This is an optimization exercise on Yosys and OpenROAD, whose aim is small area, a short achievable clock period and few clock cycles, not a production implementation.
Only simulation tests tie the RTL to the original design; equivalence was not proved.
No activity file was given, so power comes from the tool's default toggle rates. The clock port is modelled as an ideal driver; clocking choices that lean on that would not hold on a real chip.

[design.v]
package b3sd_pkg;
   localparam int MAX_WIDTH = 128;
   localparam int MAX_ROWS  = 1024;
   localparam int MIN_DIM   = 3;
   localparam int PIX_W   = 5;
   localparam int COL_W   = $clog2(MAX_WIDTH);
   localparam int ROW_W   = $clog2(MAX_ROWS);
   localparam int RW_W    = 8;
   localparam int FR_W    = 11;
   localparam int LVL_W   = 5;
   localparam int SUM_W   = 9;
   localparam int THR_W   = 10;
   localparam int CSR_IDX_W  = 2;
   localparam int CSR_DATA_W = 11;
   localparam int NINE = 9;
   localparam logic [CSR_IDX_W-1:0] REG_ROW_WIDTH  = 2'd0;
   localparam logic [CSR_IDX_W-1:0] REG_FRAME_ROWS = 2'd1;
   localparam logic [CSR_IDX_W-1:0] REG_STAR_LEVEL = 2'd2;
   localparam logic [RW_W-1:0]  ROW_WIDTH_RST  = 8'd80;
   localparam logic [FR_W-1:0]  FRAME_ROWS_RST = 11'd20;
   localparam logic [LVL_W-1:0] STAR_LEVEL_RST = 5'd10;
   typedef struct packed {
      logic [PIX_W-1:0] top;
      logic [PIX_W-1:0] mid;
   } line_word_type;
   typedef struct packed {
      logic             en;
      logic [COL_W-1:0] addr;
      line_word_type    data;
   } line_wr_type;
endpackage
module b3sd_line_ram (
   input  logic                         clock,
   input  logic                         wr_en,
   input  logic [b3sd_pkg::PIX_W-1:0]   wr_pixel,
   output logic [2*b3sd_pkg::PIX_W-1:0] rd_data
);
   localparam int PIX_W  = b3sd_pkg::PIX_W;
   localparam int WORD_W = 2 * PIX_W;
   localparam int SLOTS  = b3sd_pkg::MAX_WIDTH;
   logic [WORD_W-1:0] slot [SLOTS];
   always_ff @(posedge clock) begin
      slot[0] <= wr_en ? {slot[SLOTS-1][PIX_W-1:0], wr_pixel} : slot[SLOTS-1];
   end
   for (genvar i = 1; i < SLOTS; i++) begin : g_slot
      always_ff @(posedge clock) begin
         slot[i] <= slot[i-1];
      end
   end
   assign rd_data = slot[SLOTS-1];
endmodule
module box3x3_star_detect_top (
   input  logic                           clock,
   input  logic                           reset,
   input  logic                           req_valid,
   output logic                           req_ready,
   input  logic [b3sd_pkg::PIX_W-1:0]     req_pixel,
   output logic                           rsp_valid,
   input  logic                           rsp_ready,
   output logic                           rsp_star,
   output logic                           rsp_end_of_row,
   output logic                           rsp_end_of_frame,
   input  logic                           csr_valid,
   output logic                           csr_ready,
   input  logic [b3sd_pkg::CSR_IDX_W-1:0] csr_index,
   input  logic [b3sd_pkg::CSR_DATA_W-1:0] csr_data
);
   localparam int PIX_W  = b3sd_pkg::PIX_W;
   localparam int LVL_W  = b3sd_pkg::LVL_W;
   localparam int VS_W   = 7;    
   localparam int QDEPTH = 2;    
   localparam int CAP    = 3;    
   function automatic logic [10:0] inc11(input logic [10:0] x);
      logic [10:0] p;
      p = x;
      for (int d = 1; d < 11; d = d * 2) begin
         for (int i = 10; i >= d; i--) begin
            p[i] = p[i] & p[i-d];
         end
      end
      inc11 = x ^ {p[9:0], 1'b1};
   endfunction
   function automatic logic carry10(input logic [9:0] a, input logic [9:0] b);
      logic [9:0] g, p;
      g = a & b;
      p = a ^ b;
      for (int d = 1; d < 10; d = d * 2) begin
         for (int i = 9; i >= d; i--) begin
            g[i] = g[i] | (p[i] & g[i-d]);
            p[i] = p[i] & p[i-d];
         end
      end
      carry10 = g[9];
   endfunction
   function automatic logic [6:0] add7(input logic [6:0] a, input logic [6:0] b);
      logic [6:0] g, p, h;
      g = a & b;
      p = a ^ b;
      h = p;
      for (int d = 1; d < 7; d = d * 2) begin
         for (int i = 6; i >= d; i--) begin
            g[i] = g[i] | (p[i] & g[i-d]);
            p[i] = p[i] & p[i-d];
         end
      end
      add7 = h ^ {g[5:0], 1'b0};
   endfunction
   logic [7:0]       weff_ff;    
   logic [10:0]      heff_ff;    
   logic [LVL_W-1:0] lvl_ff;
   logic [7:0]       weff_in;
   logic [10:0]      heff_in;
   assign csr_ready = 1'b1;
   always_comb begin
      if (csr_data[7:0] < 8'd3) begin
         weff_in = 8'd3;
      end else if (csr_data[7:0] > 8'd128) begin
         weff_in = 8'd128;
      end else begin
         weff_in = csr_data[7:0];
      end
      if (csr_data < 11'd3) begin
         heff_in = 11'd3;
      end else if (csr_data > 11'd1024) begin
         heff_in = 11'd1024;
      end else begin
         heff_in = csr_data;
      end
   end
   always_ff @(posedge clock) begin
      if (reset) begin
         weff_ff <= 8'd80;
         heff_ff <= 11'd20;
         lvl_ff  <= LVL_W'(10);
      end else if (csr_valid) begin
         case (csr_index)
            b3sd_pkg::REG_ROW_WIDTH:  weff_ff <= weff_in;
            b3sd_pkg::REG_FRAME_ROWS: heff_ff <= heff_in;
            b3sd_pkg::REG_STAR_LEVEL: lvl_ff  <= csr_data[LVL_W-1:0];
            default: ;
         endcase
      end
   end
   logic        rdy_ff;
   logic        accept;
   logic [7:0]  c1_ff;       
   logic [10:0] r1_ff;       
   logic [6:0]  due_ff;      
   logic        last_col, last_row, origin, interior;
   logic [7:0]  c1_inc;
   logic [10:0] r1_inc;
   logic [2*PIX_W-1:0] rd_word;
   assign req_ready = rdy_ff;
   assign accept    = req_valid && rdy_ff;
   assign last_col = c1_ff >= weff_ff;
   assign last_row = r1_ff >= heff_ff;
   assign origin   = (c1_ff == 8'd1) && (r1_ff == 11'd1);
   assign interior = (c1_ff >= 8'd3) && (r1_ff >= 11'd3);
   logic [10:0] c1_inc_w, due_inc_w;
   assign c1_inc_w = inc11({3'b0, c1_ff});
   assign c1_inc   = c1_inc_w[7:0];
   assign r1_inc   = inc11(r1_ff);
   assign due_inc_w = inc11({4'b0, due_ff});
   always_ff @(posedge clock) begin
      if (reset) begin
         c1_ff <= 8'd1;
         r1_ff <= 11'd1;
      end else if (accept) begin
         if (last_col) begin
            c1_ff <= 8'd1;
            r1_ff <= last_row ? 11'd1 : r1_inc;
         end else begin
            c1_ff <= c1_inc;
         end
      end
   end
   always_ff @(posedge clock) begin
      due_ff <= (accept && origin) ? 7'd3 : due_inc_w[6:0];
   end
   b3sd_line_ram u_line_ram (
      .clock    (clock),
      .wr_en    (accept),
      .wr_pixel (req_pixel),
      .rd_data  (rd_word)
   );
   logic             s1_v, s1_r, s1_eor, s1_eof;
   logic [VS_W-1:0]  s1_vs;
   logic [VS_W-1:0]  v1_ff, v2_ff;    
   logic [VS_W-1:0]  v1_in, v2_in;
   logic [9:0]       k_lvl;
   logic [9:0]       x_in, x_ff;
   logic [10:0]      y_in, y_ff;
   logic [6:0]       cs_s, cs_c;
   logic [10:0]      st_s, st_c;
   logic             star;
   assign cs_s = VS_W'(rd_word[2*PIX_W-1:PIX_W] ^ rd_word[PIX_W-1:0] ^ req_pixel);
   assign cs_c = {1'b0, (rd_word[2*PIX_W-1:PIX_W] & rd_word[PIX_W-1:0])
                      | (rd_word[2*PIX_W-1:PIX_W] & req_pixel)
                      | (rd_word[PIX_W-1:0] & req_pixel), 1'b0};
   always_ff @(posedge clock) begin
      s1_v   <= accept;
      s1_r   <= accept && interior && !reset;
      s1_eor <= last_col;
      s1_eof <= last_col && last_row;
      s1_vs  <= add7(cs_s, cs_c);
   end
   assign v1_in = s1_v ? s1_vs : v1_ff;
   assign v2_in = s1_v ? v1_ff : v2_ff;
   always_comb begin
      case (lvl_ff)
         5'd0: k_lvl = 10'd1015;
         5'd1: k_lvl = 10'd1006;
         5'd2: k_lvl = 10'd997;
         5'd3: k_lvl = 10'd988;
         5'd4: k_lvl = 10'd979;
         5'd5: k_lvl = 10'd970;
         5'd6: k_lvl = 10'd961;
         5'd7: k_lvl = 10'd952;
         5'd8: k_lvl = 10'd943;
         5'd9: k_lvl = 10'd934;
         5'd10: k_lvl = 10'd925;
         5'd11: k_lvl = 10'd916;
         5'd12: k_lvl = 10'd907;
         5'd13: k_lvl = 10'd898;
         5'd14: k_lvl = 10'd889;
         5'd15: k_lvl = 10'd880;
         5'd16: k_lvl = 10'd871;
         5'd17: k_lvl = 10'd862;
         5'd18: k_lvl = 10'd853;
         5'd19: k_lvl = 10'd844;
         5'd20: k_lvl = 10'd835;
         5'd21: k_lvl = 10'd826;
         5'd22: k_lvl = 10'd817;
         5'd23: k_lvl = 10'd808;
         5'd24: k_lvl = 10'd799;
         5'd25: k_lvl = 10'd790;
         5'd26: k_lvl = 10'd781;
         5'd27: k_lvl = 10'd772;
         5'd28: k_lvl = 10'd763;
         5'd29: k_lvl = 10'd754;
         5'd30: k_lvl = 10'd745;
         5'd31: k_lvl = 10'd736;
         default: k_lvl = 10'd1015;
      endcase
   end
   assign x_in  = 10'(v1_in) ^ 10'(v2_in) ^ k_lvl;
   assign y_in  = {(10'(v1_in) & 10'(v2_in)) | (10'(v1_in) & k_lvl) | (10'(v2_in) & k_lvl), 1'b0};
   always_ff @(posedge clock) begin
      v1_ff <= v1_in;
      v2_ff <= v2_in;
      x_ff  <= x_in;
      y_ff  <= y_in;
   end
   assign st_s = 11'(s1_vs) ^ 11'(x_ff) ^ y_ff;
   assign st_c = {(10'(s1_vs) & x_ff) | (10'(s1_vs) & y_ff[9:0]) | (x_ff & y_ff[9:0]), 1'b0};
   assign star = st_s[10] ^ st_c[10] ^ carry10(st_s[9:0], st_c[9:0]);
   logic [2:0] q_mem [QDEPTH];
   logic       q_rp, q_wp;
   logic [1:0] q_cnt;
   logic       out_v;
   logic [2:0] out_w;
   logic [2:0] res_w;
   logic       q_empty, load, take, push, pop;
   logic [2:0] tokens;
   logic       room_keep, room_take, room, due_a, due_n, due;
   assign res_w   = {star, s1_eor, s1_eof};
   assign q_empty = (q_cnt == 2'd0);
   assign take    = out_v && rsp_ready;
   assign load    = !out_v || rsp_ready;
   assign pop     = load && !q_empty;
   assign push    = s1_r && !(load && q_empty);
   always_ff @(posedge clock) begin
      if (push) begin
         q_mem[q_wp] <= res_w;
      end
   end
   always_ff @(posedge clock) begin
      if (load) begin
         out_w <= q_empty ? res_w : q_mem[q_rp];
      end
   end
   always_ff @(posedge clock) begin
      if (reset) begin
         out_v <= 1'b0;
         q_rp  <= 1'b0;
         q_wp  <= 1'b0;
         q_cnt <= '0;
      end else begin
         if (load) begin
            out_v <= !q_empty || s1_r;
         end
         if (pop) begin
            q_rp <= !q_rp;
         end
         if (push) begin
            q_wp <= !q_wp;
         end
         q_cnt <= q_cnt + 2'(push) - 2'(pop);
      end
   end
   assign tokens    = 3'(s1_r) + 3'(q_cnt) + 3'(out_v);
   assign room_keep = (tokens + 3'(rdy_ff)) <= 3'(CAP - 1);
   assign room_take = (tokens + 3'(rdy_ff)) <= 3'(CAP);
   assign room      = take ? room_take : room_keep;
   assign due_a     = !last_col || last_row || c1_ff[7];
   assign due_n     = origin || (due_ff == c1_ff[6:0]);
   assign due       = accept ? due_a : due_n;
   always_ff @(posedge clock) begin
      if (reset) begin
         rdy_ff <= 1'b1;
      end else begin
         rdy_ff <= room && due;
      end
   end
   assign rsp_valid        = out_v;
   assign rsp_star         = out_w[2];
   assign rsp_end_of_row   = out_w[1];
   assign rsp_end_of_frame = out_w[0];
endmodule
[run.sh]
#!/bin/bash
# synth_recipe.tcl (not shown) runs the flow's synth.tcl, then flattens the netlist and writes it again
# the make line also repeats each setting of config.mk as NAME=value (left out here)
make -C /OpenROAD-flow-scripts/flow DESIGN_CONFIG=/design/flow/config.mk WORK_HOME=/design/flow/orfs CLKGATE_MAP_FILE= SYNTH_SCRIPT=/design/flow/synth_recipe.tcl finish
[config.mk]
export PLATFORM = sky130hd
export DESIGN_NAME = box3x3_star_detect_top
export DESIGN_NICKNAME = box3x3_star_detect_top
export VERILOG_FILES = /design/flow/design.v
export SDC_FILE = /design/flow/constraint.sdc
export NUM_CORES = 4
export LEC_CHECK = 0
export CAP_MARGIN = 20
export CORE_MARGIN = 2
export CORE_UTILIZATION = 70
export CTS_BUF_LIST = sky130_fd_sc_hd__clkbuf_8
export CTS_CLUSTER_DIAMETER = 80
export CTS_CLUSTER_SIZE = 20
export SETUP_SLACK_MARGIN = 3.2
export SLEW_MARGIN = 20
[constraint.sdc]
create_clock -name core_clock -period 5.5 [get_ports {clock}]
set_input_delay 1.1000 -clock core_clock [delete_from_list [all_inputs] [get_ports {clock}]]
set_output_delay 1.1000 -clock core_clock [all_outputs]
set_load 0.01 [all_outputs]
==> results of run 1 <==
==> where the power goes <==
part | switching, mW | internal (mW) | leakage (nW)
clock | 2.70 | 1.36 | 0.626
combinational | 0.353 | 0.309 | 1.96
sequential | 0.171 | 10.5 | 11.4
==> final timing paths <==
check	startpoint	to	slack, ps	cells after the start
setup / recovery	rdy_ff	req_ready	3160	1
hold / removal	u_line_ram.slot[119][3]	u_line_ram.slot[120][3]	310	0
setup reg to reg	c1_ff[0]	r1_ff[0]	3230	8
hold reg to reg	u_line_ram.slot[119][3]	u_line_ram.slot[120][3]	310	0
==> state kept, by name (all words and copies together) (netlist names), 6 cells and up, named ones only <==
register,count
v1_ff,7
s1_vs,7
k_lvl,9
c1_ff,8
v2_ff,7
heff_ff,11
due_ff,7
weff_ff,8
u_line_ram.slot,1280
q_mem,6
r1_ff,11
x_ff,9
y_ff,7
==> cell type report <==
type | count | area, um^2 | share of cell area
Tap cell | 592 | 741 | 0.0219
Timing Repair Buffer | 39 | 344 | 0.0102
Timing Repair inverter | 1 | 5.00 | 0.000148
Multi-Input combinational cell | 395 | 3130 | 0.0925
Inverter | 98 | 377 | 0.0111
Clock buffer | 81 | 1110 | 0.0330
Sequential cell | 1396 | 28100 | 0.829
Clock inverter | 9 | 62.6 | 0.00185
==> cell usage in the layout (no fill, tap or decap), drive strengths merged, types with 4 or more instances in the layout <==
cell,count
dfxtp,1387
inv,104
clkbuf,82
nor2,67
nand2,52
ha,49
a21oi,27
mux2i,24
xnor2,23
fa,21
o21ai,17
buf,16
clkdlybuf4s50,15
xor2,13
nor3b,10
nand3,9
edfxtp,9
a21o,8
nand4,7
nor3,7
nand2b,7
and3,5
dlygate4sd2,4
nor4,4
==> timing repair <==
action	CTS	global route
setup buffers	8	2
setup endpoints to repair	30	29
cloned	1	0
resized for setup	36	11
pin swaps	8	4
hold buffers	0	0
==> cells by family (layout without fill, tap and decap cells) <==
kind of cell               Yosys count  count (layout)
DFF                               1396            1396
and+or+nand+nor                    186             186
buffers and inverters              118             228
AOI/OAI and AO/OA                   77              77
adders and majority gates           70              70
xor gates and xnor gates            36              36
muxes                               25              25
other                                1               1
==> layer usage <==
metal  vias to the layer above  global-route usage  share of wire
met5                         -                   0              0
met4                         0              0.0637          0.029
met3                        85              0.0375          0.032
met2                       129               0.244           0.42
met1                      5540               0.252           0.52
li1                       6101                   -              -
==> impl_metrics.yaml, run 1 <==
hold_path:
  holdCritPathClass: "register to register"
yosys:
  synth_xor_xnor_area_share: 0.0100
  synthDominantAreaCellType: "dfxtp_1"
  main_combinational_cell_family_by_area_after_synthesis: "adder cells"
  sequential_area_share_after_synthesis: 0.891
  synth_adder_area_share: 0.0328
  asyncSetResetFlopFracSynth: 0
  yosys-mux-area-fraction: 0.00799
  synthMostInstantiatedCell: "dfxtp_1"
  netlist.area_leader.share: 0.882
  synthesis.instances: 1909
  synth_common_cells: "dfxtp_1, inv_1, nor2_1, nand2_1, ha_1"
  synthSimpleGateAreaFrac: 0.0282
  synth_flop_cell: "dfxtp_1"
  synth.distinct_cells: 55
  synth.net_count: 2002
  syn-mean-instance-area_um2: 16.5
  number_of_synthesis_warnings: 3
  synthTopCellsByArea: "dfxtp_1, ha_1, fa_1, inv_1, edfxtp_1"
  netlist_area_mm2: 0.0315
  post_synthesis_compound_gate_area_fraction: 0.0157
  synth-edff-count: 9
  ys_seq_elements: 1396
sta:
  fin_tns_setup_ps: 0
  worst_clock_skew_ps: 34.8
  final_critical_path_required_period_ps: 2340
  number_of_hold_slack_violations_in_the_final_timing_report: 0
  fin_crit_sh: 0.425
  slew-limit-headroom: 0.445
  timing.final.max_slew_violations: 0
  postLayoutSetupSlackWorst_ps: 3160
  setup_viol: 0
  grt_setup_unrepaired: "true"
  fin_worst_hold_slack_ps: 311
  worst-slew-pin-transition_ps: 831
  fmax_mhz: 428
placed_design:
  port-buffer-count: 27
  hpwl_um: 22300
  placed_cells: 2510
  placement.setup.worst_slack_ps: 2110
  detailed_place.area_mm2: 0.0325
  finalWeightedCongestion: 0.783
critical_path:
  data_required_time_of_the_critical_path_ps: 4400
  critical_path_s_top_delay_family: "flip-flops"
  worstPathBufferInverterCount: 1
  end_kind: "output port"
  crit_chain: "clkbuf_2"
  cpMaxStageDelayCell: "dfxtp_4"
  cp_data_arrival_time_ps: 1240
  path_class: "register to output port"
  critical_path.max_fanout: 3
  timing.critical_path.from_type: "register"
  slowest_delay_ps: 400
cells_and_area:
  diodes: 0
  finish.instance_area_mm2: 0.0338
  final_net_count: 2103
  fillCellCount: 2444
  layout_cells_sized_above_1: 0.0748
  layout.cells.non_filler: 2611
  postLayoutCoreUtil: 0.763
  area.growth.synth_to_final_pct: 7.45
grt:
  first_global_vias: 12100
  antenna_found_initial: 2
  gr-usage-all-layers: 0.169
  largest_net_degree_at_the_start_of_global_routing: 26
  grt_pass1_wl_um: 62300
  overflow: 0
clock_network:
  tritoncts_num_sinks: 1396
  clock_latency_ps: 690
  max-clock-path-buffers: 3
  cts.clk_slew.worst_paths_ps: 130
  htree_levels: 3
  cts-buffers-inserted: 79
  cts.root.buffer_cell: "clkbuf_8"
  clock_tree_from_tritoncts: "yes"
run:
  max-cap-violations: 0
pwr:
  total_power_mw: 15.4
  power.density_mw_per_mm2: 457
  total_leakage_power_nw: 13.9
  ir_worst_vdd_mv: 0.311
die:
  initial_utilization: 0.710
  fp.dieArea_mm2: 0.0467
  rows: 77
  fp.coreArea_mm2: 0.0443
  chipHeight_um: 216
  number_of_top_level_design_ports: 29
  floorplan.die.width_um: 216
outcome:
  run_status: "finished clean"
routing:
  postRouteAntennaNets: 0
  wl_um: 37700
  drtIter0Drc: 568
  vias: 11900
  drt_first_pass_iters: 4
  remaining_drc_errors: 0
  via_per_inst: 4.54
  wl_per_cell_um: 14.4
Testbench counts, summed over its fixed seeds: cycles 49,168.
==> run 2, diff against run 1 <==
--- a/config.mk
+++ b/config.mk
@@ -8,8 +8,7 @@
 export CAP_MARGIN = 20
 export CORE_MARGIN = 2
 export CORE_UTILIZATION = 70
-export CTS_BUF_LIST = sky130_fd_sc_hd__clkbuf_8
-export CTS_CLUSTER_DIAMETER = 80
-export CTS_CLUSTER_SIZE = 20
+export CTS_CLUSTER_DIAMETER = 100
+export CTS_CLUSTER_SIZE = 30
 export SETUP_SLACK_MARGIN = 3.2
 export SLEW_MARGIN = 20
==> impl_metrics.yaml, run 2 <==
critical_path:
  path_common_cell: "inv_1"
  critical_path.max_fanout: 2
  data_required_time_of_the_critical_path_ps: 6020
  timing.critical_path.from_type: "primary input"
  crit_chain: "dlygate4sd2_1, fa_1, inv_1, fa_2, inv_1, a21o_1, a21oi_2, xnor2_1"
  slowest_delay_ps: 540
  worst_r2r_path_depth: 9
  cp_data_arrival_time_ps: 2820
  cpMaxStageDelayCell: "fa_1"
  r2r-end: "out_w[2]"
  timing.rr.start: "s1_vs[2]"
  path_class: "primary input to register"
  ff2ff_setup_slack_ps: 3240
  end_kind: "register"
yosys:
  synth.distinct_cells: 55
  asyncSetResetFlopFracSynth: 0
  synthMostInstantiatedCell: "dfxtp_1"
  synth-edff-count: 9
  ys_seq_elements: 1396
  synth.net_count: 2002
  netlist.area_leader.share: 0.882
  synthDominantAreaCellType: "dfxtp_1"
  netlist_area_mm2: 0.0315
  sequential_area_share_after_synthesis: 0.891
  synthTopCellsByArea: "dfxtp_1, ha_1, fa_1, inv_1, edfxtp_1"
  synth_flop_cell: "dfxtp_1"
  number_of_synthesis_warnings: 3
  synthesis.instances: 1909
  synth_common_cells: "dfxtp_1, inv_1, nor2_1, nand2_1, ha_1"
  syn-mean-instance-area_um2: 16.5
sta:
  worst_clock_skew_ps: 18.8
  setup_viol: 0
  slew-limit-headroom: 0.445
  fin_worst_hold_slack_ps: 321
  fmax_mhz: 435
  grt_setup_unrepaired: "true"
  fin_tns_setup_ps: 0
  number_of_hold_slack_violations_in_the_final_timing_report: 0
  final_critical_path_required_period_ps: 2300
  timing.final.max_slew_violations: 0
  fin_crit_sh: 0.418
  worst-slew-pin-transition_ps: 832
clock_network:
  clock_latency_ps: 630
  cts.clk_slew.worst_paths_ps: 110
  cts.root.buffer_cell: "clkbuf_16"
  clock_tree_from_tritoncts: "yes"
  max-clock-path-buffers: 3
  cts-buffers-inserted: 52
  tritoncts_num_sinks: 1396
  htree_levels: 2
  cts_hold_buffers: 0
cells_and_area:
  largest_register_ff_count: 1280
  layout_cells_sized_above_1: 0.0649
  area.growth.synth_to_final_pct: 8.16
  layout.cells.most_common: "dfxtp_1"
  fillCellCount: 2371
  mostFrequentLayoutCells: "dfxtp_1, inv_1, nor2_1"
  finish.instance_area_mm2: 0.0340
  reg.largest.list: "u_line_ram.slot: 1280 flops, heff_ff: 11 flops, r1_ff: 11 flops"
  final_net_count: 2078
  biggest_register: "u_line_ram.slot"
placed_design:
  finalWeightedCongestion: 0.783
  detailed_place.area_mm2: 0.0325
  hpwl_um: 22300
  port-buffer-count: 27
grt:
  largest_net_degree_at_the_start_of_global_routing: 32
  gr-usage-all-layers: 0.203
  first_global_vias: 13000
  grt_pass1_wl_um: 73200
  antenna_found_initial: 3
  overflow: 0
pwr:
  netsw_mw: 3.37
  ir_worst_vdd_mv: 0.389
  comb_power_share: 0.042
  power.density_mw_per_mm2: 471
  cell_internal_power_mw: 12.7
  pwr-share-clk: 0.287
  p_seq_frac: 0.670
  switching_share: 0.211
  total_leakage_power_nw: 14.0
routing:
  vias: 12000
  remaining_drc_errors: 0
  wl_per_cell_um: 17.7
  via_per_inst: 4.66
  drtIter0Drc: 592
  wl_um: 45700
  postRouteAntennaNets: 0
  drt_first_pass_iters: 5
hold_path:
  holdCritPathClass: "register to register"
  worstHoldPathCells: 0
  hold_start: "u_line_ram.slot[14][2]"
  timing.hold.worst_endpoint: "u_line_ram.slot[15][2]"
die:
  chipHeight_um: 216
  number_of_top_level_design_ports: 29
  fp.dieArea_mm2: 0.0467
  floorplan.die.width_um: 216
  fp.coreArea_mm2: 0.0443
  initial_utilization: 0.710
  rows: 77
run:
  max-cap-violations: 0
outcome:
  run_status: "finished clean"
run 2: power by group through the flow:
| stage | sequential [mW] | clock, mW | combinational [mW] |
|---|---|---|---|
| final | 10.7 | 4.60 | 0.679 |
| after CTS | 10.7 | 4.70 | 0.666 |
| after global placement | 10.9 | 0 | 0.606 |
| after global routing | 10.8 | 5.01 | 0.789 |
| after floorplan | 10.9 | 0 | 0.475 |
| after detailed placement | 11.0 | 0 | 0.636 |
run 2: area by class of cell:
| class | instances | area [um^2] | share of cell area |
|---|---|---|---|
| flip-flops and latches | 1396 | 28100 | 0.824 |
| clock buffers | 56 | 1360 | 0.0399 |
| repair buffers | 41 | 340 | 0.0100 |
| multi-input cells | 395 | 3140 | 0.0921 |
| diodes | 1 | 2.50 | 0.0000735 |
| repair inverters | 1 | 5.00 | 0.000147 |
| inverters | 98 | 377 | 0.0111 |
| well taps | 592 | 741 | 0.0218 |
| clock inverters | 2 | 32.5 | 0.000955 |
run 2: logic make-up after synthesis:
logic type / synth area share
flip-flops: 0.891
adder cells (fa/ha/maj): 0.0328
XOR/XNOR: 0.0100
AND/OR/NAND/NOR: 0.0282
other: 0.000119
AO/OA/AOI/OAI: 0.0157
multiplexers: 0.00799
buffers and inverters: 0.0145
run 2: worst max-delay path by stage:
stage            startpoint  cells after the start        end
4_1_cts              rdy_ff                      1  req_ready
6_report       req_pixel[2]                      8   s1_vs[5]
5_1_grt            s1_vs[2]                      9   out_w[2]
2_1_floorplan  req_pixel[1]                      8   s1_vs[5]
3_3_place_gp      req_valid                      7     rdy_ff
3_5_place_dp      req_valid                      7     rdy_ff
run 2: worst max-delay path: cells and delay by family:
kind / cells / cell delay (ps)
compound gates: 2 / 210
xor+xnor: 1 / 130
fa+ha+maj: 2 / 940
buf+inv: 3 / 440
run 2: routing by layer:
layer  up-vias  wire (um)  track usage
li1       6054          -            -
met1      5823      21400        0.277
met2       105      22300        0.346
met3        56       1120       0.0307
met4         0        774       0.0511
met5         -          0            0
run 2: repair_timing:
item,in CTS,in global routing
setup endpoints to repair,42,26
gates resized for setup,43,20
gates cloned,1,0
pin swaps,10,7
setup buffers,9,3
run 2: per-stage QoR:
step,std cells,power [mW],util,setup WS (ps)
CTS,2578,16.1,0.767,3000
finish,2582,16.0,0.768,3200
global route,2581,16.6,0.768,3170
global placement,2510,11.6,0.734,2160
floorplan,1909,11.4,-,2930
detailed placement,2510,11.6,0.734,2110
==> run 3, diff against run 2 <==
==> flow/run.sh (new file) <==
#!/bin/bash
# Standard layout with plain buffers on the ports and no CTS dummy loads.
set -euo pipefail
export BUFFER_PORTS_ARGS="-buffer_cell sky130_fd_sc_hd__buf_2"
export CTS_ARGS="-sink_clustering_enable -repair_clock_nets -dont_use_dummy_load -sink_clustering_size 30 -sink_clustering_max_diameter 100"
bash standard.sh > standard.log 2>&1
==> standard.sh (new file) <==
#!/bin/bash
# synth_recipe.tcl (not shown) runs the flow's synth.tcl, then flattens the netlist and writes it again
# the make line also repeats each setting of config.mk as NAME=value (left out here)
make -C /OpenROAD-flow-scripts/flow DESIGN_CONFIG=/design/flow/config.mk WORK_HOME=/design/flow/orfs CLKGATE_MAP_FILE= SYNTH_SCRIPT=/design/flow/synth_recipe.tcl "${@:-finish}"
removed: run.sh
==> impl_metrics.yaml, run 3 <==
yosys:
  asyncSetResetFlopFracSynth: 0
  synth-edff-count: 9
  synthDominantAreaCellType: "dfxtp_1"
  syn-mean-instance-area_um2: 16.5
  synthMostInstantiatedCell: "dfxtp_1"
  synth.net_count: 2002
  synth_flop_cell: "dfxtp_1"
  synthTopCellsByArea: "dfxtp_1, ha_1, fa_1, inv_1, edfxtp_1"
  number_of_synthesis_warnings: 3
  synthesis.instances: 1909
  netlist.area_leader.share: 0.882
  sequential_area_share_after_synthesis: 0.891
  ys_seq_elements: 1396
  synth_common_cells: "dfxtp_1, inv_1, nor2_1, nand2_1, ha_1"
  synth.distinct_cells: 55
  netlist_area_mm2: 0.0315
grt:
  use_met3: 0.0286
  overflow: 0
  gr-usage-all-layers: 0.199
  most_used_routing_layer: "met2"
  first_global_vias: 12900
  antenna_found_initial: 6
  grt_pass1_wl_um: 71900
  use_met2: 0.319
  groute.layer.met1.usage: 0.286
  largest_net_degree_at_the_start_of_global_routing: 44
clock_network:
  cts-buffers-inserted: 52
  max-clock-path-buffers: 3
  tritoncts_num_sinks: 1396
  cts.root.buffer_cell: "clkbuf_16"
  clock_tree_from_tritoncts: "yes"
  htree_levels: 2
  clock_latency_ps: 630
  cts.clk_slew.worst_paths_ps: 110
cells_and_area:
  area.growth.synth_to_final_pct: 7.56
  layout_cells_sized_above_1: 0.0742
  biggest_register: "u_line_ram.slot"
  reg.largest.list: "u_line_ram.slot: 1280 flops, heff_ff: 11 flops, r1_ff: 11 flops"
  fillCellCount: 2333
  final_net_count: 2077
  diodes: 0
  regArea_mm2: 0.0281
  largest_register_ff_count: 1280
  mostFrequentLayoutCells: "dfxtp_1, inv_1, nor2_1"
  multi_input_comb_area_mm2: 0.00315
  layout.cells.most_common: "dfxtp_1"
pwr:
  power.density_mw_per_mm2: 470
  total_power_mw: 15.9
  total_leakage_power_nw: 13.9
  ir_worst_vdd_mv: 0.402
critical_path:
  timing.critical_path.from_type: "register"
  r2r-end: "out_w[2]"
  ff2ff_setup_slack_ps: 3170
  path_class: "register to register"
  timing.rr.start: "y_ff[2]"
  critical_path.max_fanout: 2
  cp_data_arrival_time_ps: 2690
  end_kind: "register"
  data_required_time_of_the_critical_path_ps: 5860
  worst_r2r_path_depth: 9
hold_path:
  worstHoldPathCells: 0
  holdCritPathClass: "register to register"
  hold_start: "u_line_ram.slot[53][5]"
  timing.hold.worst_endpoint: "u_line_ram.slot[54][5]"
outcome:
  run_status: "finished clean"
placed_design:
  finalWeightedCongestion: 0.782
  port-buffer-count: 27
  hpwl_um: 21600
die:
  fp.coreArea_mm2: 0.0443
  rows: 77
  chipHeight_um: 216
  number_of_top_level_design_ports: 29
  fp.dieArea_mm2: 0.0467
  floorplan.die.width_um: 216
  initial_utilization: 0.710
routing:
  postRouteAntennaNets: 0
  drtIter0Drc: 691
  vias: 12000
  wl_per_cell_um: 17.2
  remaining_drc_errors: 0
  via_per_inst: 4.66
  drt_first_pass_iters: 4
  wl_um: 44300
run:
  max-cap-violations: 0
sta:
  setup_viol: 0
  worst_clock_skew_ps: 43.2
  fin_tns_setup_ps: 0
  worst-slew-pin-transition_ps: 864
  grt_setup_unrepaired: "true"
  slew-limit-headroom: 0.423
  number_of_hold_slack_violations_in_the_final_timing_report: 0
  fin_crit_sh: 0.424
  final_critical_path_required_period_ps: 2330
  timing.final.max_slew_violations: 0
  fmax_mhz: 429
[run 3: worst max-delay path: stages, from the launching register on]
cell and delay, ps:
dfxtp_2 340, inv_2 30, fa_1 540, inv_2 50
ha_4 200, a41o_1 190, a21oi_2 210, nor2_1 60
o221a_2 280, a21o_1 190
[run 3: repair_timing]
action / in CTS / in global routing
endpoints found under the hold margin: 0 / 0
gates resized for setup: 15 / 13
pin swaps: 9 / 10
endpoints found under the setup margin: 24 / 15
buffers inserted: 3 / 9
cloned: 1 / 0
hold buffers: 0 / 0
[run 3: cells by family after synthesis]
logic type / share of synthesized area
compound gates: 0.0157
xor+xnor: 0.0100
fa+ha+maj: 0.0328
buf+inv: 0.0145
flops: 0.891
mux: 0.00799
other cells: 0.000119
simple gates: 0.0282
[run 3: cell type report]
class / instances / area share
inverter: 98 / 0.0111
timing repair inverter: 1 / 0.000148
clock buffer: 52 / 0.0384
sequential: 1396 / 0.829
multi-input combinational: 395 / 0.0929
timing repair buffer: 40 / 0.00695
tap: 592 / 0.0219
[run 3: metrics by stage]
step | area, um^2 | util | cells | hold WS, ps | setup slack (ps)
global route | 33900 | 0.764 | 2574 | 298 | 3100
detailed placement | 32400 | 0.730 | 2509 | 312 | 2330
floorplan | 31600 | - | 1909 | 310 | 2930
CTS | 33700 | 0.761 | 2565 | 301 | 3060
finish | 33900 | 0.764 | 2574 | 298 | 3170
global placement | 32400 | 0.730 | 2508 | 310 | 1950
[run 3: per-layer routing]
| metal | routed length (um) | part of all wire | vias to the layer above |
|---|---|---|---|
| li1 | - | - | 6051 |
| met1 | 21000 | 0.47 | 5721 |
| met2 | 20600 | 0.46 | 142 |
| met3 | 1630 | 0.037 | 73 |
| met4 | 1090 | 0.025 | 0 |
| met5 | 0 | 0 | - |
[run 3: worst max-delay path by stage]
stage / cells past startpoint / slack (ps) / end / start
floorplan: 8 / 2930 / s1_vs[5] / req_pixel[1]
global placement: 6 / 1950 / c1_ff[1] / req_valid
CTS: 9 / 3060 / out_w[2] / y_ff[2]
detailed placement: 7 / 2330 / r1_ff[0] / req_valid
finish: 9 / 3170 / out_w[2] / y_ff[2]
global route: 9 / 3100 / out_w[2] / y_ff[2]
[run 3: power by group]
group	leakage, nW	switching [mW]	internal [mW]
combinational	1.93	0.379	0.308
sequential	11.4	0.191	10.6
clock	0.641	2.76	1.71
total	13.9	3.33	12.6

## separate check: timing with driven ports
How much do the figures lean on ideal ports? The routed layouts below were timed once more, with nothing changed but the port constraints.
Step 1: set_driving_cell puts a clkbuf_16 on clock and a buf_2 on each other input, an assumption about the parent block.
Step 2 adds t to the input delays and takes it off the output delays; t is the mean of the earliest and latest rising clock arrival at the registers after step 1. Input paths then give back, and output paths get back, about the clock's delay inside the block.
Three values: ideal ports, drivers, drivers and shift; two values: the first two.
| run | shift t [ns] | slack for setup (ns) | worst register clock-pin slew, ns | cell pins on the clock port's net |
|---|---|---|---|---|
| run 1 | 0.730 | 3.163 / 3.112 / 2.480 | 0.13 / 0.13 | 1 |
| run 2 | 0.678 | 3.201 / 3.198 / 2.561 | 0.11 / 0.11 | 1 |
| run 3 | 0.667 | 3.167 / 3.167 / 2.655 | 0.13 / 0.13 | 1 |
After both steps every run listed still meets setup and hold. For run 1, which loses most, drivers alone change the setup slack by -0.051 ns; drivers and shift together by -0.683 ns.
